Source: an optimization exercise on an open RTL-to-GDS flow (aim: a short achievable clock period and few clock cycles). Production flows keep margins and buffers that such runs may drop. Function was checked by simulation only, so behaviour that the tests miss may differ from the original. Power is estimated from default activity; no workload was simulated.

[design/flow/flow/run.sh]
#!/bin/bash
set -euo pipefail
bash standard.sh SETUP_SLACK_MARGIN=5.6 finish > standard_flow.log 2>&1
[design/flow/standard.sh]
#!/bin/bash
# synth_recipe.tcl (not shown) runs the flow's synth.tcl, then flattens the netlist and writes it again
# the make line also repeats each setting of config.mk as NAME=value (left out here)
make -C /OpenROAD-flow-scripts/flow DESIGN_CONFIG=/design/flow/config.mk WORK_HOME=/design/flow/orfs CLKGATE_MAP_FILE= SYNTH_SCRIPT=/design/flow/synth_recipe.tcl "${@:-finish}"
[design/flow/config.mk]
export PLATFORM = sky130hd
export DESIGN_NAME = lc4_top
export DESIGN_NICKNAME = lc4_top
export VERILOG_FILES = /design/flow/design.v
export SDC_FILE = /design/flow/constraint.sdc
export NUM_CORES = 4
export LEC_CHECK = 0
export ABC_CLOCK_PERIOD_IN_PS = 2000
export CAP_MARGIN = 20
export CORE_MARGIN = 2
export CORE_UTILIZATION = 60
export CTS_CLUSTER_DIAMETER = 100
export CTS_CLUSTER_SIZE = 20
export PLACE_DENSITY = 0.72
export SLEW_MARGIN = 20
[design/flow/constraint.sdc]
create_clock -name core_clock -period 8.0 [get_ports {gwe}]
set_input_delay 1.6000 -clock core_clock [delete_from_list [all_inputs] [get_ports {gwe}]]
set_output_delay 1.6000 -clock core_clock [all_outputs]
set_load 0.01 [all_outputs]
[design/flow/design.v]
`timescale 1ns/1ps
package lc4_pkg;
   localparam int WORD_W    = 16;
   localparam int REG_SEL_W = 3;
   localparam int NUM_REGS  = 8;
   typedef logic [WORD_W-1:0]    word_t;
   typedef logic [REG_SEL_W-1:0] reg_sel_t;
   typedef logic [2:0]           nzp_t;       
   localparam nzp_t NZP_N = 3'b100;
   localparam nzp_t NZP_Z = 3'b010;
   localparam nzp_t NZP_P = 3'b001;
   function automatic nzp_t nzp_of(input word_t value);
      if (value[WORD_W-1]) begin
         nzp_of = NZP_N;
      end else if (value == '0) begin
         nzp_of = NZP_Z;
      end else begin
         nzp_of = NZP_P;
      end
   endfunction
endpackage
`timescale 1ns/1ps
module lc4_decoder (
   input  logic [15:0] i_insn,
   output logic [2:0]  o_rd,
   output logic [2:0]  o_rs,
   output logic [2:0]  o_rt,            
   output logic        o_rs_re,
   output logic        o_rt_re,         
   output logic        o_sd_re,         
   output logic        o_rd_we,
   output logic        o_is_load,
   output logic        o_is_store,
   output logic        o_is_mul,
   output logic        o_op_add,        
   output logic        o_op_sub,
   output logic        o_op_and,
   output logic        o_op_not,
   output logic        o_op_or,
   output logic        o_op_xor,
   output logic        o_op_const,
   output logic        o_imm_sel,
   output logic [15:0] o_imm
);
   logic [3:0] opcode;
   logic       immf;
   logic [1:0] sub;
   logic       f_arith, f_logic, f_ldr, f_str, f_const;
   assign opcode  = i_insn[15:12];
   assign immf    = i_insn[5];
   assign sub     = i_insn[4:3];
   assign f_arith = (opcode == 4'b0001);
   assign f_logic = (opcode == 4'b0101);
   assign f_ldr   = (opcode == 4'b0110);
   assign f_str   = (opcode == 4'b0111);
   assign f_const = (opcode == 4'b1001);
   assign o_rd       = i_insn[11:9];
   assign o_rs       = i_insn[8:6];
   assign o_rt       = f_str ? i_insn[11:9] : i_insn[2:0];
   assign o_op_add   = (f_arith & (immf | (sub == 2'd0))) | f_ldr | f_str;
   assign o_op_sub   = f_arith & ~immf & (sub == 2'd2);
   assign o_is_mul   = f_arith & ~immf & (sub == 2'd1);
   assign o_op_and   = f_logic & (immf | (sub == 2'd0));
   assign o_op_not   = f_logic & ~immf & (sub == 2'd1);
   assign o_op_or    = f_logic & ~immf & (sub == 2'd2);
   assign o_op_xor   = f_logic & ~immf & (sub == 2'd3);
   assign o_op_const = f_const;
   assign o_is_load  = f_ldr;
   assign o_is_store = f_str;
   assign o_rd_we    = (f_arith & (immf | (sub != 2'd3))) | f_logic | f_ldr | f_const;
   assign o_rs_re    = (f_arith & (immf | (sub != 2'd3))) | f_logic | f_ldr | f_str;
   assign o_rt_re    = (f_arith & ~immf & (sub != 2'd3)) | (f_logic & ~immf & (sub != 2'd1));
   assign o_sd_re    = f_str;
   assign o_imm_sel  = ((f_arith | f_logic) & immf) | f_ldr | f_str | f_const;
   assign o_imm      = f_const          ? {{7{i_insn[8]}}, i_insn[8:0]} :
                       (f_ldr | f_str)  ? {{10{i_insn[5]}}, i_insn[5:0]} :
                                          {{11{i_insn[4]}}, i_insn[4:0]};
endmodule
`timescale 1ns/1ps
module lc4_regfile (
   input  logic        gwe,
   input  logic        i_clear,
   input  logic [2:0]  i_rs_sel,
   input  logic [2:0]  i_rt0_sel,       
   input  logic [2:0]  i_rt1_sel,       
   input  logic [2:0]  i_rd_sel,
   input  logic        i_rd_we,
   input  logic [15:0] i_wdata,
   output logic [15:0] o_rs_q,
   output logic [15:0] o_rt0_q,
   output logic [15:0] o_rt1_q
);
   logic [7:0][15:0] regs;               
   always_ff @(posedge gwe) begin
      if (i_clear) begin
         regs    <= '0;
         o_rs_q  <= '0;
         o_rt0_q <= '0;
         o_rt1_q <= '0;
      end else begin
         if (i_rd_we) begin
            regs[i_rd_sel] <= i_wdata;
         end
         o_rs_q  <= regs[i_rs_sel];
         o_rt0_q <= regs[i_rt0_sel];
         o_rt1_q <= regs[i_rt1_sel];
      end
   end
endmodule
`timescale 1ns/1ps
module lc4_add16 (
   input  logic [15:0] i_a,
   input  logic [15:0] i_b,
   input  logic        i_cin,
   output logic [15:0] o_sum
);
   logic [15:0] p0, g0;
   logic [15:0] g1, p1, g2, p2, g3, p3, g4;
   assign p0 = i_a ^ i_b;
   assign g0 = (i_a & i_b) | {15'd0, p0[0] & i_cin};
   always_comb begin
      for (int i = 0; i < 16; i++) begin
         g1[i] = (i >= 1) ? (g0[i] | (p0[i] & g0[i-1])) : g0[i];
         p1[i] = (i >= 1) ? (p0[i] & p0[i-1]) : p0[i];
      end
      for (int i = 0; i < 16; i++) begin
         g2[i] = (i >= 2) ? (g1[i] | (p1[i] & g1[i-2])) : g1[i];
         p2[i] = (i >= 2) ? (p1[i] & p1[i-2]) : p1[i];
      end
      for (int i = 0; i < 16; i++) begin
         g3[i] = (i >= 4) ? (g2[i] | (p2[i] & g2[i-4])) : g2[i];
         p3[i] = (i >= 4) ? (p2[i] & p2[i-4]) : p2[i];
      end
      for (int i = 0; i < 16; i++) begin
         g4[i] = (i >= 8) ? (g3[i] | (p3[i] & g3[i-8])) : g3[i];
      end
   end
   assign o_sum = p0 ^ {g4[14:0], i_cin};
endmodule
module lc4_alu (
   input  logic [15:0] i_res_m,         
   input  logic [15:0] i_a,             
   input  logic [15:0] i_b,             
   input  logic        i_sub,
   input  logic        i_e1,            
   input  logic        i_e2p,           
   input  logic        i_e2n,           
   input  logic        i_e3,            
   input  logic        i_e4p,           
   input  logic        i_e1m,           
   input  logic        i_e3m,
   input  logic        i_la_m,          
   input  logic        i_lb_m,          
   input  logic        i_op_and,
   input  logic        i_op_not,
   input  logic        i_op_or,
   input  logic        i_op_xor,
   input  logic        i_op_const,
   output logic [15:0] o_addr,
   output logic [15:0] o_result
);
   logic [15:0] s1, s2p, s2n, s3;
   logic [15:0] la, lb, lres;
   lc4_add16 u_add1  (.i_a(i_res_m), .i_b(i_b),       .i_cin(i_sub), .o_sum(s1));
   lc4_add16 u_add2p (.i_a(i_a),     .i_b(i_res_m),   .i_cin(1'b0),  .o_sum(s2p));
   lc4_add16 u_add2n (.i_a(i_a),     .i_b(~i_res_m),  .i_cin(1'b1),  .o_sum(s2n));
   lc4_add16 u_add3  (.i_a(i_a),     .i_b(i_b),       .i_cin(i_sub), .o_sum(s3));
   assign la = i_la_m ? i_res_m : i_a;
   assign lb = i_lb_m ? i_res_m : i_b;
   assign lres = ({16{i_op_and}}   & (la & lb))
               | ({16{i_op_or}}    & (la | lb))
               | ({16{i_op_xor}}   & (la ^ lb))
               | ({16{i_op_not}}   & ~la)
               | ({16{i_op_const}} & i_b);
   assign o_result = ({16{i_e1}}  & s1)
                   | ({16{i_e2p}} & s2p)
                   | ({16{i_e2n}} & s2n)
                   | ({16{i_e3}}  & s3)
                   | ({16{i_e4p}} & {i_res_m[14:0], 1'b0})
                   | lres;
   assign o_addr = ({16{i_e1m}} & s1) | ({16{i_e3m}} & s3);
endmodule
`timescale 1ns/1ps
module lc4_mul_s1 (
   input  logic [15:0] i_a,
   input  logic [15:0] i_b,
   output logic [80:0] o_cs
);
   logic c2;
   logic c4;
   logic c6;
   logic c11;
   logic c13;
   logic c15;
   logic c17;
   logic c19;
   logic c21;
   logic c23;
   logic c25;
   logic c27;
   logic c29;
   logic c31;
   logic c33;
   logic c35;
   logic c37;
   logic c39;
   logic c41;
   logic c43;
   logic c45;
   logic c51;
   logic c53;
   logic c55;
   logic c57;
   logic c59;
   logic c61;
   logic c63;
   logic c65;
   logic c67;
   logic c69;
   logic c71;
   logic c73;
   logic c75;
   logic c77;
   logic c79;
   logic c81;
   logic c83;
   logic c85;
   logic c87;
   logic c89;
   logic c91;
   logic c93;
   logic c95;
   logic c97;
   logic s1;
   logic s3;
   logic s5;
   logic s7;
   logic s8;
   logic s9;
   logic s10;
   logic s12;
   logic s14;
   logic s16;
   logic s18;
   logic s20;
   logic s22;
   logic s24;
   logic s26;
   logic s28;
   logic s30;
   logic s32;
   logic s34;
   logic s36;
   logic s38;
   logic s40;
   logic s42;
   logic s44;
   logic s46;
   logic s47;
   logic s48;
   logic s49;
   logic s50;
   logic s52;
   logic s54;
   logic s56;
   logic s58;
   logic s60;
   logic s62;
   logic s64;
   logic s66;
   logic s68;
   logic s70;
   logic s72;
   logic s74;
   logic s76;
   logic s78;
   logic s80;
   logic s82;
   logic s84;
   logic s86;
   logic s88;
   logic s90;
   logic s92;
   logic s94;
   logic s96;
   logic s98;
   logic s99;
   logic s100;
   assign s1 = (i_a[13] & i_b[0]) ^ (i_a[12] & i_b[1]);
   assign c2 = (i_a[13] & i_b[0]) & (i_a[12] & i_b[1]);
   assign s3 = (i_a[14] & i_b[0]) ^ (i_a[13] & i_b[1]) ^ (i_a[12] & i_b[2]);
   assign c4 = ((i_a[14] & i_b[0]) & (i_a[13] & i_b[1])) | ((i_a[14] & i_b[0]) & (i_a[12] & i_b[2])) | ((i_a[13] & i_b[1]) & (i_a[12] & i_b[2]));
   assign s5 = (i_a[11] & i_b[3]) ^ (i_a[10] & i_b[4]);
   assign c6 = (i_a[11] & i_b[3]) & (i_a[10] & i_b[4]);
   assign s7 = (i_a[15] & i_b[0]) ^ (i_a[14] & i_b[1]) ^ (i_a[13] & i_b[2]);
   assign s8 = (i_a[12] & i_b[3]) ^ (i_a[11] & i_b[4]) ^ (i_a[10] & i_b[5]);
   assign s9 = (i_a[9] & i_b[6]) ^ (i_a[8] & i_b[7]);
   assign s10 = (i_a[9] & i_b[0]) ^ (i_a[8] & i_b[1]);
   assign c11 = (i_a[9] & i_b[0]) & (i_a[8] & i_b[1]);
   assign s12 = (i_a[10] & i_b[0]) ^ (i_a[9] & i_b[1]) ^ (i_a[8] & i_b[2]);
   assign c13 = ((i_a[10] & i_b[0]) & (i_a[9] & i_b[1])) | ((i_a[10] & i_b[0]) & (i_a[8] & i_b[2])) | ((i_a[9] & i_b[1]) & (i_a[8] & i_b[2]));
   assign s14 = (i_a[7] & i_b[3]) ^ (i_a[6] & i_b[4]);
   assign c15 = (i_a[7] & i_b[3]) & (i_a[6] & i_b[4]);
   assign s16 = (i_a[11] & i_b[0]) ^ (i_a[10] & i_b[1]) ^ (i_a[9] & i_b[2]);
   assign c17 = ((i_a[11] & i_b[0]) & (i_a[10] & i_b[1])) | ((i_a[11] & i_b[0]) & (i_a[9] & i_b[2])) | ((i_a[10] & i_b[1]) & (i_a[9] & i_b[2]));
   assign s18 = (i_a[8] & i_b[3]) ^ (i_a[7] & i_b[4]) ^ (i_a[6] & i_b[5]);
   assign c19 = ((i_a[8] & i_b[3]) & (i_a[7] & i_b[4])) | ((i_a[8] & i_b[3]) & (i_a[6] & i_b[5])) | ((i_a[7] & i_b[4]) & (i_a[6] & i_b[5]));
   assign s20 = (i_a[5] & i_b[6]) ^ (i_a[4] & i_b[7]);
   assign c21 = (i_a[5] & i_b[6]) & (i_a[4] & i_b[7]);
   assign s22 = (i_a[12] & i_b[0]) ^ (i_a[11] & i_b[1]) ^ (i_a[10] & i_b[2]);
   assign c23 = ((i_a[12] & i_b[0]) & (i_a[11] & i_b[1])) | ((i_a[12] & i_b[0]) & (i_a[10] & i_b[2])) | ((i_a[11] & i_b[1]) & (i_a[10] & i_b[2]));
   assign s24 = (i_a[9] & i_b[3]) ^ (i_a[8] & i_b[4]) ^ (i_a[7] & i_b[5]);
   assign c25 = ((i_a[9] & i_b[3]) & (i_a[8] & i_b[4])) | ((i_a[9] & i_b[3]) & (i_a[7] & i_b[5])) | ((i_a[8] & i_b[4]) & (i_a[7] & i_b[5]));
   assign s26 = (i_a[6] & i_b[6]) ^ (i_a[5] & i_b[7]) ^ (i_a[4] & i_b[8]);
   assign c27 = ((i_a[6] & i_b[6]) & (i_a[5] & i_b[7])) | ((i_a[6] & i_b[6]) & (i_a[4] & i_b[8])) | ((i_a[5] & i_b[7]) & (i_a[4] & i_b[8]));
   assign s28 = (i_a[3] & i_b[9]) ^ (i_a[2] & i_b[10]);
   assign c29 = (i_a[3] & i_b[9]) & (i_a[2] & i_b[10]);
   assign s30 = (i_a[11] & i_b[2]) ^ (i_a[10] & i_b[3]) ^ (i_a[9] & i_b[4]);
   assign c31 = ((i_a[11] & i_b[2]) & (i_a[10] & i_b[3])) | ((i_a[11] & i_b[2]) & (i_a[9] & i_b[4])) | ((i_a[10] & i_b[3]) & (i_a[9] & i_b[4]));
   assign s32 = (i_a[8] & i_b[5]) ^ (i_a[7] & i_b[6]) ^ (i_a[6] & i_b[7]);
   assign c33 = ((i_a[8] & i_b[5]) & (i_a[7] & i_b[6])) | ((i_a[8] & i_b[5]) & (i_a[6] & i_b[7])) | ((i_a[7] & i_b[6]) & (i_a[6] & i_b[7]));
   assign s34 = (i_a[5] & i_b[8]) ^ (i_a[4] & i_b[9]) ^ (i_a[3] & i_b[10]);
   assign c35 = ((i_a[5] & i_b[8]) & (i_a[4] & i_b[9])) | ((i_a[5] & i_b[8]) & (i_a[3] & i_b[10])) | ((i_a[4] & i_b[9]) & (i_a[3] & i_b[10]));
   assign s36 = (i_a[2] & i_b[11]) ^ (i_a[1] & i_b[12]) ^ (i_a[0] & i_b[13]);
   assign c37 = ((i_a[2] & i_b[11]) & (i_a[1] & i_b[12])) | ((i_a[2] & i_b[11]) & (i_a[0] & i_b[13])) | ((i_a[1] & i_b[12]) & (i_a[0] & i_b[13]));
   assign s38 = (i_a[9] & i_b[5]) ^ (i_a[8] & i_b[6]) ^ (i_a[7] & i_b[7]);
   assign c39 = ((i_a[9] & i_b[5]) & (i_a[8] & i_b[6])) | ((i_a[9] & i_b[5]) & (i_a[7] & i_b[7])) | ((i_a[8] & i_b[6]) & (i_a[7] & i_b[7]));
   assign s40 = (i_a[6] & i_b[8]) ^ (i_a[5] & i_b[9]) ^ (i_a[4] & i_b[10]);
   assign c41 = ((i_a[6] & i_b[8]) & (i_a[5] & i_b[9])) | ((i_a[6] & i_b[8]) & (i_a[4] & i_b[10])) | ((i_a[5] & i_b[9]) & (i_a[4] & i_b[10]));
   assign s42 = (i_a[3] & i_b[11]) ^ (i_a[2] & i_b[12]) ^ (i_a[1] & i_b[13]);
   assign c43 = ((i_a[3] & i_b[11]) & (i_a[2] & i_b[12])) | ((i_a[3] & i_b[11]) & (i_a[1] & i_b[13])) | ((i_a[2] & i_b[12]) & (i_a[1] & i_b[13]));
   assign s44 = (i_a[0] & i_b[14]) ^ s3 ^ s5;
   assign c45 = ((i_a[0] & i_b[14]) & s3) | ((i_a[0] & i_b[14]) & s5) | (s3 & s5);
   assign s46 = (i_a[7] & i_b[8]) ^ (i_a[6] & i_b[9]) ^ (i_a[5] & i_b[10]);
   assign s47 = (i_a[4] & i_b[11]) ^ (i_a[3] & i_b[12]) ^ (i_a[2] & i_b[13]);
   assign s48 = (i_a[1] & i_b[14]) ^ (i_a[0] & i_b[15]) ^ s7;
   assign s49 = s8 ^ s9 ^ c4;
   assign s50 = (i_a[6] & i_b[0]) ^ (i_a[5] & i_b[1]);
   assign c51 = (i_a[6] & i_b[0]) & (i_a[5] & i_b[1]);
   assign s52 = (i_a[7] & i_b[0]) ^ (i_a[6] & i_b[1]) ^ (i_a[5] & i_b[2]);
   assign c53 = ((i_a[7] & i_b[0]) & (i_a[6] & i_b[1])) | ((i_a[7] & i_b[0]) & (i_a[5] & i_b[2])) | ((i_a[6] & i_b[1]) & (i_a[5] & i_b[2]));
   assign s54 = (i_a[4] & i_b[3]) ^ (i_a[3] & i_b[4]);
   assign c55 = (i_a[4] & i_b[3]) & (i_a[3] & i_b[4]);
   assign s56 = (i_a[8] & i_b[0]) ^ (i_a[7] & i_b[1]) ^ (i_a[6] & i_b[2]);
   assign c57 = ((i_a[8] & i_b[0]) & (i_a[7] & i_b[1])) | ((i_a[8] & i_b[0]) & (i_a[6] & i_b[2])) | ((i_a[7] & i_b[1]) & (i_a[6] & i_b[2]));
   assign s58 = (i_a[5] & i_b[3]) ^ (i_a[4] & i_b[4]) ^ (i_a[3] & i_b[5]);
   assign c59 = ((i_a[5] & i_b[3]) & (i_a[4] & i_b[4])) | ((i_a[5] & i_b[3]) & (i_a[3] & i_b[5])) | ((i_a[4] & i_b[4]) & (i_a[3] & i_b[5]));
   assign s60 = (i_a[2] & i_b[6]) ^ (i_a[1] & i_b[7]);
   assign c61 = (i_a[2] & i_b[6]) & (i_a[1] & i_b[7]);
   assign s62 = (i_a[7] & i_b[2]) ^ (i_a[6] & i_b[3]) ^ (i_a[5] & i_b[4]);
   assign c63 = ((i_a[7] & i_b[2]) & (i_a[6] & i_b[3])) | ((i_a[7] & i_b[2]) & (i_a[5] & i_b[4])) | ((i_a[6] & i_b[3]) & (i_a[5] & i_b[4]));
   assign s64 = (i_a[4] & i_b[5]) ^ (i_a[3] & i_b[6]) ^ (i_a[2] & i_b[7]);
   assign c65 = ((i_a[4] & i_b[5]) & (i_a[3] & i_b[6])) | ((i_a[4] & i_b[5]) & (i_a[2] & i_b[7])) | ((i_a[3] & i_b[6]) & (i_a[2] & i_b[7]));
   assign s66 = (i_a[1] & i_b[8]) ^ (i_a[0] & i_b[9]) ^ s10;
   assign c67 = ((i_a[1] & i_b[8]) & (i_a[0] & i_b[9])) | ((i_a[1] & i_b[8]) & s10) | ((i_a[0] & i_b[9]) & s10);
   assign s68 = (i_a[5] & i_b[5]) ^ (i_a[4] & i_b[6]) ^ (i_a[3] & i_b[7]);
   assign c69 = ((i_a[5] & i_b[5]) & (i_a[4] & i_b[6])) | ((i_a[5] & i_b[5]) & (i_a[3] & i_b[7])) | ((i_a[4] & i_b[6]) & (i_a[3] & i_b[7]));
   assign s70 = (i_a[2] & i_b[8]) ^ (i_a[1] & i_b[9]) ^ (i_a[0] & i_b[10]);
   assign c71 = ((i_a[2] & i_b[8]) & (i_a[1] & i_b[9])) | ((i_a[2] & i_b[8]) & (i_a[0] & i_b[10])) | ((i_a[1] & i_b[9]) & (i_a[0] & i_b[10]));
   assign s72 = s12 ^ s14 ^ c11;
   assign c73 = (s12 & s14) | (s12 & c11) | (s14 & c11);
   assign s74 = (i_a[3] & i_b[8]) ^ (i_a[2] & i_b[9]) ^ (i_a[1] & i_b[10]);
   assign c75 = ((i_a[3] & i_b[8]) & (i_a[2] & i_b[9])) | ((i_a[3] & i_b[8]) & (i_a[1] & i_b[10])) | ((i_a[2] & i_b[9]) & (i_a[1] & i_b[10]));
   assign s76 = (i_a[0] & i_b[11]) ^ s16 ^ s18;
   assign c77 = ((i_a[0] & i_b[11]) & s16) | ((i_a[0] & i_b[11]) & s18) | (s16 & s18);
   assign s78 = s20 ^ c13 ^ c15;
   assign c79 = (s20 & c13) | (s20 & c15) | (c13 & c15);
   assign s80 = (i_a[1] & i_b[11]) ^ (i_a[0] & i_b[12]) ^ s22;
   assign c81 = ((i_a[1] & i_b[11]) & (i_a[0] & i_b[12])) | ((i_a[1] & i_b[11]) & s22) | ((i_a[0] & i_b[12]) & s22);
   assign s82 = s24 ^ s26 ^ s28;
   assign c83 = (s24 & s26) | (s24 & s28) | (s26 & s28);
   assign s84 = c17 ^ c19 ^ c21;
   assign c85 = (c17 & c19) | (c17 & c21) | (c19 & c21);
   assign s86 = s1 ^ s30 ^ s32;
   assign c87 = (s1 & s30) | (s1 & s32) | (s30 & s32);
   assign s88 = s34 ^ s36 ^ c23;
   assign c89 = (s34 & s36) | (s34 & c23) | (s36 & c23);
   assign s90 = c25 ^ c27 ^ c29;
   assign c91 = (c25 & c27) | (c25 & c29) | (c27 & c29);
   assign s92 = c2 ^ s38 ^ s40;
   assign c93 = (c2 & s38) | (c2 & s40) | (s38 & s40);
   assign s94 = s42 ^ s44 ^ c31;
   assign c95 = (s42 & s44) | (s42 & c31) | (s44 & c31);
   assign s96 = c33 ^ c35 ^ c37;
   assign c97 = (c33 & c35) | (c33 & c37) | (c35 & c37);
   assign s98 = c6 ^ s46 ^ s47;
   assign s99 = s48 ^ s49 ^ c39;
   assign s100 = c41 ^ c43 ^ c45;
   assign o_cs[0] = (i_a[0] & i_b[0]);
   assign o_cs[1] = (i_a[1] & i_b[0]);
   assign o_cs[2] = (i_a[0] & i_b[1]);
   assign o_cs[3] = (i_a[2] & i_b[0]);
   assign o_cs[4] = (i_a[1] & i_b[1]);
   assign o_cs[5] = (i_a[0] & i_b[2]);
   assign o_cs[6] = (i_a[3] & i_b[0]);
   assign o_cs[7] = (i_a[2] & i_b[1]);
   assign o_cs[8] = (i_a[1] & i_b[2]);
   assign o_cs[9] = (i_a[0] & i_b[3]);
   assign o_cs[10] = (i_a[4] & i_b[0]);
   assign o_cs[11] = (i_a[3] & i_b[1]);
   assign o_cs[12] = (i_a[2] & i_b[2]);
   assign o_cs[13] = (i_a[1] & i_b[3]);
   assign o_cs[14] = (i_a[0] & i_b[4]);
   assign o_cs[15] = (i_a[5] & i_b[0]);
   assign o_cs[16] = (i_a[4] & i_b[1]);
   assign o_cs[17] = (i_a[3] & i_b[2]);
   assign o_cs[18] = (i_a[2] & i_b[3]);
   assign o_cs[19] = (i_a[1] & i_b[4]);
   assign o_cs[20] = (i_a[0] & i_b[5]);
   assign o_cs[21] = (i_a[4] & i_b[2]);
   assign o_cs[22] = (i_a[3] & i_b[3]);
   assign o_cs[23] = (i_a[2] & i_b[4]);
   assign o_cs[24] = (i_a[1] & i_b[5]);
   assign o_cs[25] = (i_a[0] & i_b[6]);
   assign o_cs[26] = s50;
   assign o_cs[27] = (i_a[2] & i_b[5]);
   assign o_cs[28] = (i_a[1] & i_b[6]);
   assign o_cs[29] = (i_a[0] & i_b[7]);
   assign o_cs[30] = s52;
   assign o_cs[31] = s54;
   assign o_cs[32] = c51;
   assign o_cs[33] = (i_a[0] & i_b[8]);
   assign o_cs[34] = s56;
   assign o_cs[35] = s58;
   assign o_cs[36] = s60;
   assign o_cs[37] = c53;
   assign o_cs[38] = c55;
   assign o_cs[39] = s62;
   assign o_cs[40] = s64;
   assign o_cs[41] = s66;
   assign o_cs[42] = c57;
   assign o_cs[43] = c59;
   assign o_cs[44] = c61;
   assign o_cs[45] = s68;
   assign o_cs[46] = s70;
   assign o_cs[47] = s72;
   assign o_cs[48] = c63;
   assign o_cs[49] = c65;
   assign o_cs[50] = c67;
   assign o_cs[51] = s74;
   assign o_cs[52] = s76;
   assign o_cs[53] = s78;
   assign o_cs[54] = c69;
   assign o_cs[55] = c71;
   assign o_cs[56] = c73;
   assign o_cs[57] = s80;
   assign o_cs[58] = s82;
   assign o_cs[59] = s84;
   assign o_cs[60] = c75;
   assign o_cs[61] = c77;
   assign o_cs[62] = c79;
   assign o_cs[63] = s86;
   assign o_cs[64] = s88;
   assign o_cs[65] = s90;
   assign o_cs[66] = c81;
   assign o_cs[67] = c83;
   assign o_cs[68] = c85;
   assign o_cs[69] = s92;
   assign o_cs[70] = s94;
   assign o_cs[71] = s96;
   assign o_cs[72] = c87;
   assign o_cs[73] = c89;
   assign o_cs[74] = c91;
   assign o_cs[75] = s98;
   assign o_cs[76] = s99;
   assign o_cs[77] = s100;
   assign o_cs[78] = c93;
   assign o_cs[79] = c95;
   assign o_cs[80] = c97;
endmodule
module lc4_mul_s2 (
   input  logic [80:0] i_cs,
   output logic [15:0] o_row0,
   output logic [15:0] o_row1
);
   logic c2;
   logic c4;
   logic c6;
   logic c8;
   logic c10;
   logic c12;
   logic c14;
   logic c16;
   logic c18;
   logic c20;
   logic c22;
   logic c24;
   logic c26;
   logic c28;
   logic c30;
   logic c32;
   logic c34;
   logic c36;
   logic c38;
   logic c40;
   logic c42;
   logic c46;
   logic c48;
   logic c50;
   logic c52;
   logic c54;
   logic c56;
   logic c58;
   logic c60;
   logic c62;
   logic c64;
   logic c66;
   logic c68;
   logic c71;
   logic c73;
   logic c75;
   logic c77;
   logic c79;
   logic c81;
   logic c83;
   logic c85;
   logic c87;
   logic c89;
   logic c91;
   logic c93;
   logic c95;
   logic s1;
   logic s3;
   logic s5;
   logic s7;
   logic s9;
   logic s11;
   logic s13;
   logic s15;
   logic s17;
   logic s19;
   logic s21;
   logic s23;
   logic s25;
   logic s27;
   logic s29;
   logic s31;
   logic s33;
   logic s35;
   logic s37;
   logic s39;
   logic s41;
   logic s43;
   logic s44;
   logic s45;
   logic s47;
   logic s49;
   logic s51;
   logic s53;
   logic s55;
   logic s57;
   logic s59;
   logic s61;
   logic s63;
   logic s65;
   logic s67;
   logic s69;
   logic s70;
   logic s72;
   logic s74;
   logic s76;
   logic s78;
   logic s80;
   logic s82;
   logic s84;
   logic s86;
   logic s88;
   logic s90;
   logic s92;
   logic s94;
   logic s96;
   logic [15:0] row0;
   logic [15:0] row1;
   assign s1 = i_cs[10] ^ i_cs[11];
   assign c2 = i_cs[10] & i_cs[11];
   assign s3 = i_cs[15] ^ i_cs[16] ^ i_cs[17];
   assign c4 = (i_cs[15] & i_cs[16]) | (i_cs[15] & i_cs[17]) | (i_cs[16] & i_cs[17]);
   assign s5 = i_cs[18] ^ i_cs[19];
   assign c6 = i_cs[18] & i_cs[19];
   assign s7 = i_cs[21] ^ i_cs[22] ^ i_cs[23];
   assign c8 = (i_cs[21] & i_cs[22]) | (i_cs[21] & i_cs[23]) | (i_cs[22] & i_cs[23]);
   assign s9 = i_cs[24] ^ i_cs[25] ^ i_cs[26];
   assign c10 = (i_cs[24] & i_cs[25]) | (i_cs[24] & i_cs[26]) | (i_cs[25] & i_cs[26]);
   assign s11 = i_cs[27] ^ i_cs[28] ^ i_cs[29];
   assign c12 = (i_cs[27] & i_cs[28]) | (i_cs[27] & i_cs[29]) | (i_cs[28] & i_cs[29]);
   assign s13 = i_cs[30] ^ i_cs[31] ^ i_cs[32];
   assign c14 = (i_cs[30] & i_cs[31]) | (i_cs[30] & i_cs[32]) | (i_cs[31] & i_cs[32]);
   assign s15 = i_cs[33] ^ i_cs[34] ^ i_cs[35];
   assign c16 = (i_cs[33] & i_cs[34]) | (i_cs[33] & i_cs[35]) | (i_cs[34] & i_cs[35]);
   assign s17 = i_cs[36] ^ i_cs[37] ^ i_cs[38];
   assign c18 = (i_cs[36] & i_cs[37]) | (i_cs[36] & i_cs[38]) | (i_cs[37] & i_cs[38]);
   assign s19 = i_cs[39] ^ i_cs[40] ^ i_cs[41];
   assign c20 = (i_cs[39] & i_cs[40]) | (i_cs[39] & i_cs[41]) | (i_cs[40] & i_cs[41]);
   assign s21 = i_cs[42] ^ i_cs[43] ^ i_cs[44];
   assign c22 = (i_cs[42] & i_cs[43]) | (i_cs[42] & i_cs[44]) | (i_cs[43] & i_cs[44]);
   assign s23 = i_cs[45] ^ i_cs[46] ^ i_cs[47];
   assign c24 = (i_cs[45] & i_cs[46]) | (i_cs[45] & i_cs[47]) | (i_cs[46] & i_cs[47]);
   assign s25 = i_cs[48] ^ i_cs[49] ^ i_cs[50];
   assign c26 = (i_cs[48] & i_cs[49]) | (i_cs[48] & i_cs[50]) | (i_cs[49] & i_cs[50]);
   assign s27 = i_cs[51] ^ i_cs[52] ^ i_cs[53];
   assign c28 = (i_cs[51] & i_cs[52]) | (i_cs[51] & i_cs[53]) | (i_cs[52] & i_cs[53]);
   assign s29 = i_cs[54] ^ i_cs[55] ^ i_cs[56];
   assign c30 = (i_cs[54] & i_cs[55]) | (i_cs[54] & i_cs[56]) | (i_cs[55] & i_cs[56]);
   assign s31 = i_cs[57] ^ i_cs[58] ^ i_cs[59];
   assign c32 = (i_cs[57] & i_cs[58]) | (i_cs[57] & i_cs[59]) | (i_cs[58] & i_cs[59]);
   assign s33 = i_cs[60] ^ i_cs[61] ^ i_cs[62];
   assign c34 = (i_cs[60] & i_cs[61]) | (i_cs[60] & i_cs[62]) | (i_cs[61] & i_cs[62]);
   assign s35 = i_cs[63] ^ i_cs[64] ^ i_cs[65];
   assign c36 = (i_cs[63] & i_cs[64]) | (i_cs[63] & i_cs[65]) | (i_cs[64] & i_cs[65]);
   assign s37 = i_cs[66] ^ i_cs[67] ^ i_cs[68];
   assign c38 = (i_cs[66] & i_cs[67]) | (i_cs[66] & i_cs[68]) | (i_cs[67] & i_cs[68]);
   assign s39 = i_cs[69] ^ i_cs[70] ^ i_cs[71];
   assign c40 = (i_cs[69] & i_cs[70]) | (i_cs[69] & i_cs[71]) | (i_cs[70] & i_cs[71]);
   assign s41 = i_cs[72] ^ i_cs[73] ^ i_cs[74];
   assign c42 = (i_cs[72] & i_cs[73]) | (i_cs[72] & i_cs[74]) | (i_cs[73] & i_cs[74]);
   assign s43 = i_cs[75] ^ i_cs[76] ^ i_cs[77];
   assign s44 = i_cs[78] ^ i_cs[79] ^ i_cs[80];
   assign s45 = i_cs[6] ^ i_cs[7];
   assign c46 = i_cs[6] & i_cs[7];
   assign s47 = i_cs[12] ^ i_cs[13] ^ i_cs[14];
   assign c48 = (i_cs[12] & i_cs[13]) | (i_cs[12] & i_cs[14]) | (i_cs[13] & i_cs[14]);
   assign s49 = i_cs[20] ^ s3 ^ s5;
   assign c50 = (i_cs[20] & s3) | (i_cs[20] & s5) | (s3 & s5);
   assign s51 = s7 ^ s9 ^ c4;
   assign c52 = (s7 & s9) | (s7 & c4) | (s9 & c4);
   assign s53 = s11 ^ s13 ^ c8;
   assign c54 = (s11 & s13) | (s11 & c8) | (s13 & c8);
   assign s55 = s15 ^ s17 ^ c12;
   assign c56 = (s15 & s17) | (s15 & c12) | (s17 & c12);
   assign s57 = s19 ^ s21 ^ c16;
   assign c58 = (s19 & s21) | (s19 & c16) | (s21 & c16);
   assign s59 = s23 ^ s25 ^ c20;
   assign c60 = (s23 & s25) | (s23 & c20) | (s25 & c20);
   assign s61 = s27 ^ s29 ^ c24;
   assign c62 = (s27 & s29) | (s27 & c24) | (s29 & c24);
   assign s63 = s31 ^ s33 ^ c28;
   assign c64 = (s31 & s33) | (s31 & c28) | (s33 & c28);
   assign s65 = s35 ^ s37 ^ c32;
   assign c66 = (s35 & s37) | (s35 & c32) | (s37 & c32);
   assign s67 = s39 ^ s41 ^ c36;
   assign c68 = (s39 & s41) | (s39 & c36) | (s41 & c36);
   assign s69 = s43 ^ s44 ^ c40;
   assign s70 = i_cs[3] ^ i_cs[4];
   assign c71 = i_cs[3] & i_cs[4];
   assign s72 = i_cs[8] ^ i_cs[9] ^ s45;
   assign c73 = (i_cs[8] & i_cs[9]) | (i_cs[8] & s45) | (i_cs[9] & s45);
   assign s74 = s1 ^ s47 ^ c46;
   assign c75 = (s1 & s47) | (s1 & c46) | (s47 & c46);
   assign s76 = c2 ^ s49 ^ c48;
   assign c77 = (c2 & s49) | (c2 & c48) | (s49 & c48);
   assign s78 = c6 ^ s51 ^ c50;
   assign c79 = (c6 & s51) | (c6 & c50) | (s51 & c50);
   assign s80 = c10 ^ s53 ^ c52;
   assign c81 = (c10 & s53) | (c10 & c52) | (s53 & c52);
   assign s82 = c14 ^ s55 ^ c54;
   assign c83 = (c14 & s55) | (c14 & c54) | (s55 & c54);
   assign s84 = c18 ^ s57 ^ c56;
   assign c85 = (c18 & s57) | (c18 & c56) | (s57 & c56);
   assign s86 = c22 ^ s59 ^ c58;
   assign c87 = (c22 & s59) | (c22 & c58) | (s59 & c58);
   assign s88 = c26 ^ s61 ^ c60;
   assign c89 = (c26 & s61) | (c26 & c60) | (s61 & c60);
   assign s90 = c30 ^ s63 ^ c62;
   assign c91 = (c30 & s63) | (c30 & c62) | (s63 & c62);
   assign s92 = c34 ^ s65 ^ c64;
   assign c93 = (c34 & s65) | (c34 & c64) | (s65 & c64);
   assign s94 = c38 ^ s67 ^ c66;
   assign c95 = (c38 & s67) | (c38 & c66) | (s67 & c66);
   assign s96 = c42 ^ s69 ^ c68;
   assign row0[0] = i_cs[0];
   assign row1[0] = 1'b0;
   assign row0[1] = i_cs[1];
   assign row1[1] = i_cs[2];
   assign row0[2] = i_cs[5];
   assign row1[2] = s70;
   assign row0[3] = s72;
   assign row1[3] = c71;
   assign row0[4] = s74;
   assign row1[4] = c73;
   assign row0[5] = s76;
   assign row1[5] = c75;
   assign row0[6] = s78;
   assign row1[6] = c77;
   assign row0[7] = s80;
   assign row1[7] = c79;
   assign row0[8] = s82;
   assign row1[8] = c81;
   assign row0[9] = s84;
   assign row1[9] = c83;
   assign row0[10] = s86;
   assign row1[10] = c85;
   assign row0[11] = s88;
   assign row1[11] = c87;
   assign row0[12] = s90;
   assign row1[12] = c89;
   assign row0[13] = s92;
   assign row1[13] = c91;
   assign row0[14] = s94;
   assign row1[14] = c93;
   assign row0[15] = s96;
   assign row1[15] = c95;
   assign o_row0 = row0;
   assign o_row1 = row1;
endmodule
`timescale 1ns/1ps
module lc4_pipeline #(
   parameter logic [15:0] RESET_PC = 16'h8200
) (
   input  logic        gwe,
   input  logic        i_reset,
   input  logic [15:0] i_cur_insn,
   input  logic [15:0] i_cur_dmem_data,
   output logic [15:0] o_cur_pc,
   output logic [15:0] o_dmem_addr,
   output logic        o_dmem_we,
   output logic [15:0] o_dmem_wdata,
   output logic        o_trace_valid,
   output logic [15:0] o_trace_pc,
   output logic [15:0] o_trace_insn,
   output logic        o_trace_regfile_we,
   output logic [2:0]  o_trace_wsel,
   output logic [15:0] o_trace_wdata,
   output logic        o_trace_nzp_we,
   output logic [2:0]  o_trace_nzp_bits,
   output logic        o_trace_dmem_we,
   output logic [15:0] o_trace_dmem_addr,
   output logic [15:0] o_trace_dmem_data
);
   localparam int CSW = 81;              
   logic [15:0] pc;
   logic        stall, stall_nx;
   logic [2:0]  f_rd, f_rs, f_rt;
   logic        f_rs_re, f_rt_re, f_sd_re, f_we;
   logic        f_ld, f_st, f_mul;
   logic        f_add, f_sub, f_and, f_not, f_or, f_xor, f_const;
   logic        f_imm_sel;
   logic [15:0] f_imm;
   logic        d_valid;
   logic [15:0] d_insn;
   logic [2:0]  dec_rd, dec_rs, dec_rt;
   logic        dec_rs_re, dec_rt_re, dec_sd_re, dec_we;
   logic        dec_ld, dec_st, dec_mul;
   logic        dec_add, dec_sub, dec_and, dec_not, dec_or, dec_xor, dec_const;
   logic        dec_imm_sel;
   logic [15:0] dec_imm;
   logic [15:0] rf_rs, rf_rt;            
   logic        rf_clear;
   logic [2:0]  rd_rs, rd_rt0, rd_rt1;    
   logic [15:0] rf_rt0, rf_rt1;
   logic        h4_rs, h4_rt, h5_rs, h5_rt;
   logic        hs2, hs3, hs4, hs5, hsr, ht2, ht3, ht4, ht5, htr;
   logic        h1_rs, h1_rt, h2_rs, h2_rt, h3_rs, h3_rt;
   logic        f_hit_d, f_hit_x, d_hit_x;
   logic [15:0] rs_val, rt_val, nxt_w, nxt_t;
   logic        x_valid;
   logic [15:0] x_insn;
   logic [2:0]  x_rd;
   logic        x_we, x_ld, x_st, x_mul;
   logic        x_sub, x_and, x_not, x_or, x_xor, x_const;
   logic [15:0] xa_q, xb_q, xs_q, xma_q, xmb_q;
   logic        e1, e2p, e2n, e3, e4p, e1m, e3m, la_m, lb_m;
   logic        s_m, ma_m, mb_m;
   logic [15:0] x_s, x_ma, x_mb;
   logic [15:0] x_addr, x_result;
   logic [CSW-1:0] x_cs;
   logic        dec_adder, dec_logic, a_m, b_m;
   logic        m_valid;
   logic [15:0] m_insn;
   logic [2:0]  m_rd;
   logic        m_we, m_ld, m_st, m_mul;
   logic [15:0] res_m, m_addr, m_wdata;
   logic [CSW-1:0] m_cs;
   logic [15:0] m_row0, m_row1;
   logic        w_valid;
   logic [15:0] w_insn;
   logic [2:0]  w_rd;
   logic        w_we, w_st, w_mul;
   logic [15:0] res_w, w_daddr, w_ddata;
   logic [15:0] w_row0, w_row1, w_product;
   logic        t_valid;
   logic [15:0] t_insn;
   logic [2:0]  t_rd;
   logic        t_we, t_st;
   logic [15:0] res_t, t_daddr, t_ddata;
   logic [15:0] t_pc;                    
   logic        u_valid;
   logic [15:0] u_pc, u_insn;
   logic        u_rwe, u_dwe;
   logic [2:0]  u_wsel, u_nzp;
   logic [15:0] u_wdata, u_daddr, u_ddata;
   lc4_decoder u_decoder (
      .i_insn     (i_cur_insn),
      .o_rd       (f_rd),
      .o_rs       (f_rs),
      .o_rt       (f_rt),
      .o_rs_re    (f_rs_re),
      .o_rt_re    (f_rt_re),
      .o_sd_re    (f_sd_re),
      .o_rd_we    (f_we),
      .o_is_load  (f_ld),
      .o_is_store (f_st),
      .o_is_mul   (f_mul),
      .o_op_add   (f_add),
      .o_op_sub   (f_sub),
      .o_op_and   (f_and),
      .o_op_not   (f_not),
      .o_op_or    (f_or),
      .o_op_xor   (f_xor),
      .o_op_const (f_const),
      .o_imm_sel  (f_imm_sel),
      .o_imm      (f_imm)
   );
   assign f_hit_d = (f_rs_re & (f_rs == dec_rd)) | ((f_rt_re | f_sd_re) & (f_rt == dec_rd));
   assign f_hit_x = (f_rs_re & (f_rs == x_rd)) | ((f_rt_re | f_sd_re) & (f_rt == x_rd));
   assign d_hit_x = (dec_rs_re & (dec_rs == x_rd)) | ((dec_rt_re | dec_sd_re) & (dec_rt == x_rd));
   assign stall_nx = stall ? (x_mul & d_hit_x)
                           : (((dec_ld | dec_mul) & f_hit_d) | (x_mul & f_hit_x));
   always_ff @(posedge gwe) begin
      if (i_reset) begin
         pc        <= RESET_PC;
         stall     <= 1'b0;
         d_valid   <= 1'b0;
         dec_rs_re <= 1'b0;
         dec_rt_re <= 1'b0;
         dec_sd_re <= 1'b0;
         dec_we    <= 1'b0;
         dec_ld    <= 1'b0;
         dec_st    <= 1'b0;
         dec_mul   <= 1'b0;
         dec_add   <= 1'b0;
         dec_sub   <= 1'b0;
         dec_and   <= 1'b0;
         dec_not   <= 1'b0;
         dec_or    <= 1'b0;
         dec_xor   <= 1'b0;
         dec_const <= 1'b0;
      end else begin
         stall <= stall_nx;
         if (!stall) begin
            pc        <= pc + 16'd1;
            d_valid   <= 1'b1;
            dec_rs_re <= f_rs_re;
            dec_rt_re <= f_rt_re;
            dec_sd_re <= f_sd_re;
            dec_we    <= f_we;
            dec_ld    <= f_ld;
            dec_st    <= f_st;
            dec_mul   <= f_mul;
            dec_add   <= f_add;
            dec_sub   <= f_sub;
            dec_and   <= f_and;
            dec_not   <= f_not;
            dec_or    <= f_or;
            dec_xor   <= f_xor;
            dec_const <= f_const;
         end
      end
   end
   always_ff @(posedge gwe) begin
      if (!stall) begin
         d_insn      <= i_cur_insn;
         dec_rd      <= f_rd;
         dec_rs      <= f_rs;
         dec_rt      <= f_rt;
         dec_imm_sel <= f_imm_sel;
         dec_imm     <= f_imm;
      end
   end
   assign o_cur_pc = pc;
   always_ff @(posedge gwe) begin
      rf_clear <= i_reset;
   end
   assign rd_rs  = stall ? d_insn[8:6]  : i_cur_insn[8:6];
   assign rd_rt0 = stall ? d_insn[2:0]  : i_cur_insn[2:0];
   assign rd_rt1 = stall ? d_insn[11:9] : i_cur_insn[11:9];
   lc4_regfile u_regfile (
      .gwe       (gwe),
      .i_clear   (rf_clear),
      .i_rs_sel  (rd_rs),
      .i_rt0_sel (rd_rt0),
      .i_rt1_sel (rd_rt1),
      .i_rd_sel  (t_rd),
      .i_rd_we   (t_we),
      .i_wdata   (res_t),
      .o_rs_q    (rf_rs),
      .o_rt0_q   (rf_rt0),
      .o_rt1_q   (rf_rt1)
   );
   assign rf_rt = dec_st ? rf_rt1 : rf_rt0;
   assign h1_rs = x_we && (x_rd == dec_rs);
   assign h1_rt = x_we && (x_rd == dec_rt);
   assign h2_rs = m_we && (m_rd == dec_rs);
   assign h2_rt = m_we && (m_rd == dec_rt);
   assign h3_rs = w_we && (w_rd == dec_rs);
   assign h3_rt = w_we && (w_rd == dec_rt);
   assign h4_rs = t_we && (t_rd == dec_rs);
   assign h4_rt = t_we && (t_rd == dec_rt);
   assign h5_rs = u_rwe && (u_wsel == dec_rs);
   assign h5_rt = u_rwe && (u_wsel == dec_rt);
   assign hs2 = h2_rs;
   assign hs3 = ~h2_rs & h3_rs;
   assign hs4 = ~h2_rs & ~h3_rs & h4_rs;
   assign hs5 = ~h2_rs & ~h3_rs & ~h4_rs & h5_rs;
   assign hsr = ~h2_rs & ~h3_rs & ~h4_rs & ~h5_rs;
   assign ht2 = h2_rt;
   assign ht3 = ~h2_rt & h3_rt;
   assign ht4 = ~h2_rt & ~h3_rt & h4_rt;
   assign ht5 = ~h2_rt & ~h3_rt & ~h4_rt & h5_rt;
   assign htr = ~h2_rt & ~h3_rt & ~h4_rt & ~h5_rt;
   assign nxt_w = m_ld ? i_cur_dmem_data : res_m;
   assign nxt_t = w_mul ? w_product : res_w;
   assign rs_val = ({16{hs2}} & nxt_w) | ({16{hs3}} & nxt_t) | ({16{hs4}} & res_t) |
                   ({16{hs5}} & u_wdata) | ({16{hsr}} & rf_rs);
   assign rt_val = ({16{ht2}} & nxt_w) | ({16{ht3}} & nxt_t) | ({16{ht4}} & res_t) |
                   ({16{ht5}} & u_wdata) | ({16{htr}} & rf_rt);
   assign dec_adder = dec_add | dec_sub;
   assign dec_logic = dec_and | dec_or | dec_xor | dec_not;
   assign a_m       = h1_rs;                     
   assign b_m       = dec_rt_re & h1_rt;
   always_ff @(posedge gwe) begin
      if (i_reset || stall) begin
         x_valid <= 1'b0;
         x_we    <= 1'b0;
         x_ld    <= 1'b0;
         x_st    <= 1'b0;
         x_mul   <= 1'b0;
         x_sub   <= 1'b0;
         x_and   <= 1'b0;
         x_not   <= 1'b0;
         x_or    <= 1'b0;
         x_xor   <= 1'b0;
         x_const <= 1'b0;
         e1      <= 1'b0;
         e2p     <= 1'b0;
         e2n     <= 1'b0;
         e3      <= 1'b0;
         e4p     <= 1'b0;
         e1m     <= 1'b0;
         e3m     <= 1'b0;
         la_m    <= 1'b0;
         lb_m    <= 1'b0;
         s_m     <= 1'b0;
         ma_m    <= 1'b0;
         mb_m    <= 1'b0;
      end else begin
         x_valid <= d_valid;
         x_we    <= dec_we;
         x_ld    <= dec_ld;
         x_st    <= dec_st;
         x_mul   <= dec_mul;
         x_sub   <= dec_sub;
         x_and   <= dec_and;
         x_not   <= dec_not;
         x_or    <= dec_or;
         x_xor   <= dec_xor;
         x_const <= dec_const;
         e1      <= dec_adder & a_m & ~b_m;
         e2p     <= dec_adder & ~a_m & b_m & ~dec_sub;
         e2n     <= dec_adder & ~a_m & b_m & dec_sub;
         e3      <= dec_adder & ~a_m & ~b_m;
         e4p     <= dec_adder & a_m & b_m & ~dec_sub;
         e1m     <= (dec_ld | dec_st) & a_m;
         e3m     <= (dec_ld | dec_st) & ~a_m;
         la_m    <= dec_logic & a_m;
         lb_m    <= dec_logic & b_m;
         s_m     <= dec_sd_re & h1_rt;
         ma_m    <= dec_mul & h1_rs;
         mb_m    <= dec_mul & h1_rt;
      end
   end
   always_ff @(posedge gwe) begin
      x_insn <= d_insn;
      x_rd   <= dec_rd;
      xa_q   <= rs_val;
      xb_q   <= dec_imm_sel ? dec_imm : (dec_sub ? ~rt_val : rt_val);
      xs_q   <= rt_val;
      xma_q  <= (dec_mul & ~h1_rs) ? rs_val : '0;
      xmb_q  <= (dec_mul & ~h1_rt) ? rt_val : '0;
   end
   lc4_alu u_alu (
      .i_res_m    (res_m),
      .i_a        (xa_q),
      .i_b        (xb_q),
      .i_sub      (x_sub),
      .i_e1       (e1),
      .i_e2p      (e2p),
      .i_e2n      (e2n),
      .i_e3       (e3),
      .i_e4p      (e4p),
      .i_e1m      (e1m),
      .i_e3m      (e3m),
      .i_la_m     (la_m),
      .i_lb_m     (lb_m),
      .i_op_and   (x_and),
      .i_op_not   (x_not),
      .i_op_or    (x_or),
      .i_op_xor   (x_xor),
      .i_op_const (x_const),
      .o_addr     (x_addr),
      .o_result   (x_result)
   );
   assign x_s  = s_m ? res_m : xs_q;
   assign x_ma = ({16{ma_m}} & res_m) | xma_q;
   assign x_mb = ({16{mb_m}} & res_m) | xmb_q;
   lc4_mul_s1 u_mul_s1 (
      .i_a  (x_ma),
      .i_b  (x_mb),
      .o_cs (x_cs)
   );
   always_ff @(posedge gwe) begin
      if (i_reset) begin
         m_valid <= 1'b0;
         m_we    <= 1'b0;
         m_ld    <= 1'b0;
         m_st    <= 1'b0;
         m_mul   <= 1'b0;
      end else begin
         m_valid <= x_valid;
         m_we    <= x_we;
         m_ld    <= x_ld;
         m_st    <= x_st;
         m_mul   <= x_mul;
      end
      m_insn  <= x_insn;
      m_rd    <= x_rd;
      res_m   <= x_result;
      m_addr  <= x_addr;
      m_wdata <= x_st ? x_s : '0;
      m_cs    <= x_cs;
   end
   assign o_dmem_addr  = m_addr;
   assign o_dmem_we    = m_st;
   assign o_dmem_wdata = m_wdata;
   lc4_mul_s2 u_mul_s2 (
      .i_cs   (m_cs),
      .o_row0 (m_row0),
      .o_row1 (m_row1)
   );
   always_ff @(posedge gwe) begin
      if (i_reset) begin
         w_valid <= 1'b0;
         w_we    <= 1'b0;
         w_st    <= 1'b0;
         w_mul   <= 1'b0;
      end else begin
         w_valid <= m_valid;
         w_we    <= m_we;
         w_st    <= m_st;
         w_mul   <= m_mul;
      end
      w_insn  <= m_insn;
      w_rd    <= m_rd;
      res_w   <= m_ld ? i_cur_dmem_data : res_m;
      w_daddr <= m_addr;
      w_ddata <= m_ld ? i_cur_dmem_data : m_wdata;
      w_row0  <= m_row0;
      w_row1  <= m_row1;
   end
   lc4_add16 u_mul_add (
      .i_a   (w_row0),
      .i_b   (w_row1),
      .i_cin (1'b0),
      .o_sum (w_product)
   );
   always_ff @(posedge gwe) begin
      if (i_reset) begin
         t_valid <= 1'b0;
         t_we    <= 1'b0;
         t_st    <= 1'b0;
      end else begin
         t_valid <= w_valid;
         t_we    <= w_we;
         t_st    <= w_st;
      end
      t_insn  <= w_insn;
      t_rd    <= w_rd;
      res_t   <= w_mul ? w_product : res_w;
      t_daddr <= w_daddr;
      t_ddata <= w_ddata;
   end
   always_ff @(posedge gwe) begin
      if (i_reset) begin
         u_valid <= 1'b0;
         t_pc    <= RESET_PC;
      end else begin
         u_valid <= t_valid;
         if (t_valid) begin
            t_pc <= t_pc + 16'd1;
         end
      end
      u_pc    <= t_pc;
      u_insn  <= t_insn;
      u_rwe   <= t_we;
      u_wsel  <= t_we ? t_rd : '0;
      u_wdata <= t_we ? res_t : '0;
      u_nzp   <= t_we ? lc4_pkg::nzp_of(res_t) : '0;
      u_dwe   <= t_st;
      u_daddr <= t_daddr;
      u_ddata <= t_ddata;
   end
   assign o_trace_valid      = u_valid;
   assign o_trace_pc         = u_pc;
   assign o_trace_insn       = u_insn;
   assign o_trace_regfile_we = u_rwe;
   assign o_trace_wsel       = u_wsel;
   assign o_trace_wdata      = u_wdata;
   assign o_trace_nzp_we     = u_rwe;
   assign o_trace_nzp_bits   = u_nzp;
   assign o_trace_dmem_we    = u_dwe;
   assign o_trace_dmem_addr  = u_daddr;
   assign o_trace_dmem_data  = u_ddata;
endmodule
`timescale 1ns/1ps
module lc4_top (
   input  logic        gwe,
   input  logic        i_reset,
   input  logic [15:0] i_cur_insn,
   input  logic [15:0] i_cur_dmem_data,
   output logic [15:0] o_cur_pc,
   output logic [15:0] o_dmem_addr,
   output logic        o_dmem_we,
   output logic [15:0] o_dmem_wdata,
   output logic        o_trace_valid,
   output logic [15:0] o_trace_pc,
   output logic [15:0] o_trace_insn,
   output logic        o_trace_regfile_we,
   output logic [2:0]  o_trace_wsel,
   output logic [15:0] o_trace_wdata,
   output logic        o_trace_nzp_we,
   output logic [2:0]  o_trace_nzp_bits,
   output logic        o_trace_dmem_we,
   output logic [15:0] o_trace_dmem_addr,
   output logic [15:0] o_trace_dmem_data
);
   lc4_pipeline #(.RESET_PC(16'h8200)) u_pipe (
      .gwe                (gwe),
      .i_reset            (i_reset),
      .i_cur_insn         (i_cur_insn),
      .i_cur_dmem_data    (i_cur_dmem_data),
      .o_cur_pc           (o_cur_pc),
      .o_dmem_addr        (o_dmem_addr),
      .o_dmem_we          (o_dmem_we),
      .o_dmem_wdata       (o_dmem_wdata),
      .o_trace_valid      (o_trace_valid),
      .o_trace_pc         (o_trace_pc),
      .o_trace_insn       (o_trace_insn),
      .o_trace_regfile_we (o_trace_regfile_we),
      .o_trace_wsel       (o_trace_wsel),
      .o_trace_wdata      (o_trace_wdata),
      .o_trace_nzp_we     (o_trace_nzp_we),
      .o_trace_nzp_bits   (o_trace_nzp_bits),
      .o_trace_dmem_we    (o_trace_dmem_we),
      .o_trace_dmem_addr  (o_trace_dmem_addr),
      .o_trace_dmem_data  (o_trace_dmem_data)
   );
endmodule
==> run notes <==
[routing by layer]
layer	GRT usage [%]	up-vias	part of all wire, %
met4	18.39	0	6.2
met1	45.05	13590	38
met3	7.644	456	10
met5	0	-	0
met2	55.85	1744	46
li1	-	12260	-
[critical path, stage by stage, from the launching register on]
cell	delay [ps]
dfxtp_4	380
buf_4	140
ha_4	150
fa_2	380
nand2b_4	90
a221oi_2	60
or4_1	420
a41o_1	270
a211oi_2	250
xnor2_1	160
o2111ai_1	130
a211o_1	290
[cells in the final DEF, fill, tap and decap left out, types with 50 or more instances in the layout]
cell type / synthesis / layout
nand2_1: 260 / 192
a21oi_1: 159 / 83
mux2i_1: 98 / 81
buf_4: 2 / 206
ha_1: 126 / 111
inv_1: 240 / 230
xnor2_1: 98 / 78
fa_1: 85 / 77
nor2b_1: 75 / 64
dfxtp_1: 747 / 615
a22oi_1: 117 / 114
nor2_1: 350 / 335
nand2_2: 0 / 52
clkbuf_16: 0 / 50
dfxtp_2: 0 / 95
mux4_2: 96 / 96
buf_6: 0 / 138
o21ai_0: 102 / 61
a21oi_2: 0 / 63
[power by group]
group          internal, W  leakage (nW)  switching [W]  total, W
Combinational     0.000405          10.3       0.000518  0.000923
Clock              0.00110         0.622        0.00129   0.00240
Sequential         0.00393          6.38       0.000156   0.00409
Total              0.00544          17.3        0.00197   0.00741
[logic make-up after synthesis]
logic type      after synthesis
simple gates                891
flops                       771
compound gates              688
buf+inv                     433
fa+ha+maj                   211
mux                         205
xor+xnor                    151
[cell usage after synthesis (all sizes together) (30+ instances only)]
cell type | number | area [um2]
a21o | 35 | 262.8
a21oi | 159 | 795.8
a221oi | 30 | 281.5
a22oi | 117 | 878.3
a32oi | 44 | 385.4
and2 | 40 | 250.2
buf | 39 | 188.9
clkbuf | 151 | 566.8
dfxtp | 747 | 14950
fa | 85 | 1702
ha | 126 | 1577
inv | 241 | 904.6
mux2i | 98 | 980.9
mux4 | 96 | 2162
nand2 | 260 | 975.9
nor2 | 352 | 1326
nor2b | 75 | 469.2
nor3 | 31 | 171.4
o21ai | 114 | 578.1
xnor2 | 98 | 858.3
xor2 | 53 | 464.2
[metrics by stage]
| stage | setup WS (ps) | instance area, um2 | hold WS, ps | instances |
|---|---|---|---|---|
| 3_5_place_dp | 4136 | 36860 | 312.1 | 4119 |
| 4_1_cts | 5206 | 40880 | 320.3 | 4354 |
| 2_1_floorplan | 5060 | 34890 | 309.6 | 3350 |
| 3_3_place_gp | 4207 | 36840 | 309.8 | 4119 |
| 5_1_grt | 5058 | 42690 | 323.2 | 4436 |
| 6_report | 5157 | 42690 | 318.7 | 4439 |
[worst max path at each step]
stage | slack, ps | depth (start not counted) | endpoint | from
after detailed placement | 4140 | 6 | u_pipe.u_regfile.o_rs_q[4]$_SDFF_PP0_ | i_cur_insn[6]
after global placement | 4210 | 6 | u_pipe.u_regfile.o_rt1_q[5]$_SDFF_PP0_ | i_cur_insn[9]
after CTS | 5210 | 12 | u_pipe.res_m[14]$_DFF_P_ | u_pipe.xa_q[0]$_DFF_P_
after floorplan | 5060 | 8 | u_pipe.stall$_SDFF_PP0_ | i_cur_insn[15]
after global routing | 5060 | 12 | u_pipe.res_m[14]$_DFF_P_ | u_pipe.xa_q[0]$_DFF_P_
final | 5160 | 11 | u_pipe.res_m[14]$_DFF_P_ | u_pipe.xa_q[0]$_DFF_P_
[area by class of cell]
class	instances	share of cell area (%)
Antenna cell	3	0.01758
Clock buffer	56	2.834
Clock inverter	4	0.1670
Inverter	243	2.210
Multi-Input combinational cell	2148	44.56
Sequential cell	771	37.32
Tap cell	756	2.216
Timing Repair Buffer	458	10.68
[timing repair]
item	4_1_cts	5_1_grt
setup buffers	164	76
setup endpoints to repair	496	391
gates resized for setup	1087	276
gates cloned	11	6
hold buffers	0	0
pin swaps	138	126
==> flow_summary.json <==
{
  "reg.largest.list": "u_pipe.u_regfile.regs: 128 flops, u_pipe.m_cs: 81 flops",
  "syn_nets": 3595,
  "worst-setup-path-type": "reg2reg",
  "cts_tree": "yes",
  "slew_violations": 0,
  "finalCritPeriodShare_pct": 35.54,
  "port_buffers": 172,
  "synth_edf_count": 24,
  "syn_area_mm2": 0.03405,
  "avgSynthCellArea_um2": 10.16,
  "numCtsBuffers": 45,
  "die_h_um": 242.2,
  "die_w_um": 242.2,
  "drt_pass1_iterations": 9,
  "ioPinCount": 173,
  "initial_core_util_pct": 60.50,
  "crit_fanout": 4,
  "place_hpwl_um": 67860,
  "worstReg2RegEnd": "u_pipe.res_m[14]$_DFF_P_",
  "hold_viol": 0,
  "fin_nets": 3912,
  "rr_startpoint": "u_pipe.xa_q[0]$_DFF_P_",
  "num_vias": 28050,
  "startpoint_type": "register",
  "largest_reg_flops": 128,
  "postRouteAntennaNets": 0,
  "synth-seq-area-share_pct": 46.04,
  "finClkSkew_ps": 38.34,
  "clock_latency_ps": 630,
  "multi_input_area_mm2": 0.01902,
  "rrSetupSlack_ps": 5160,
  "power_density_mw_per_mm2": 173.5,
  "layout.area.seq_mm2": 0.01593,
  "clk_pin_slew_ps": 80,
  "cts_sinks": 771,
  "worst_slew_pin_slew_ps": 1100,
  "area_growth_pct": 25.40,
  "hold_path_class": "reg2reg",
  "synthMuxAreaShare_pct": 9.595,
  "netlist_instances": 3350,
  "viasPerCell": 6.318,
  "antenna_found_initial": 2,
  "async_flop_share_pct": 0,
  "n_fill_cell": 3695,
  "synth.distinct_cells": 86,
  "fp.dieArea_mm2": 0.05867,
  "grt_pass1_wl_um": 159400,
  "drc": 0,
  "holdPathStages": 0,
  "relSlewSlack_pct": 26.65,
  "ys_ff_latch": 771,
  "finalSetupViolations": 0,
  "drive_gt1_share_pct": 30.76,
  "regMostFlops": "u_pipe.u_regfile.regs",
  "htree_levels": 2,
  "p_leak_nw": 17.34,
  "status": "timing/DRC/antenna clean",
  "clockRootBuffer": "clkbuf_16",
  "rows": 87,
  "max_freq_mhz": 351.7,
  "setup_tns_ps": 0,
  "grt.total_usage_pct": 35.07,
  "core-area_mm2": 0.05628,
  "hold-path-endpoint": "u_pipe.w_row0[0]$_DFF_P_",
  "synth_top_family_by_area": "compound AO/OA/AOI/OAI gates",
  "grt_pass1_vias": 27380,
  "routed_wl_um": 108500,
  "irDropWorstVdd_mv": 0.2010,
  "grt_max_degree": 91,
  "gp_congestion": 0.9510,
  "arrival_ps": 3340,
  "synth-compound-area-share_pct": 14.09,
  "grt_overflow": 0,
  "finalPower_w": 0.007408,
  "synthXorXnorAreaFrac_pct": 3.884,
  "synthAdderAreaFrac_pct": 9.628,
  "synth_flop_cell": "dfxtp_1",
  "max_cap_violations": 0,
  "drtIter0Drc": 3338,
  "detail_route.wl_per_cell_um": 24.44,
  "rsz0062_at_grt": "true",
  "hold_start": "u_pipe.m_cs[0]$_DFF_P_",
  "cp.required_ps": 8490,
  "cts_buffer_depth": 3,
  "yosys_warnings": 3,
  "reg2reg_depth": 11,
  "final_core_utilization_pct": 75.86,
  "synth-simple-area-share_pct": 11.87,
  "critPathCaptureType": "register",
  "fin_crit_ps": 2843
}
Testbench counts, summed over its fixed seeds: cycles 12,766.

what the ideal ports hide:
The flow's constraints put no driver on any port. The routed layout listed below was extracted and timed again, unchanged, in two steps.
Step 1 assumes that a clkbuf_16 drives the clock port and a buf_2 every other input.
Step 2 moves the port delays by t, midway between the first and last clock arrival at a register: inputs arrive t later, outputs are due t later. That takes back most of the time a late clock gives input paths.
Slacks: ideal ports / drivers / drivers and shift; pairs: ideal ports / drivers.
shift t [ns]: 0.673
slack for setup (ns): 5.157 / 5.157 / 4.819
hold WS [ns]: 0.319 / 0.319 / 0.319
latest minus earliest clock arrival (ns): 0.047 / 0.047
cell pins on the clock port's net: 1
After both steps setup and hold are still met in this run. For this run, drivers alone change the setup slack by 0.000 ns; drivers and shift together by -0.338 ns.
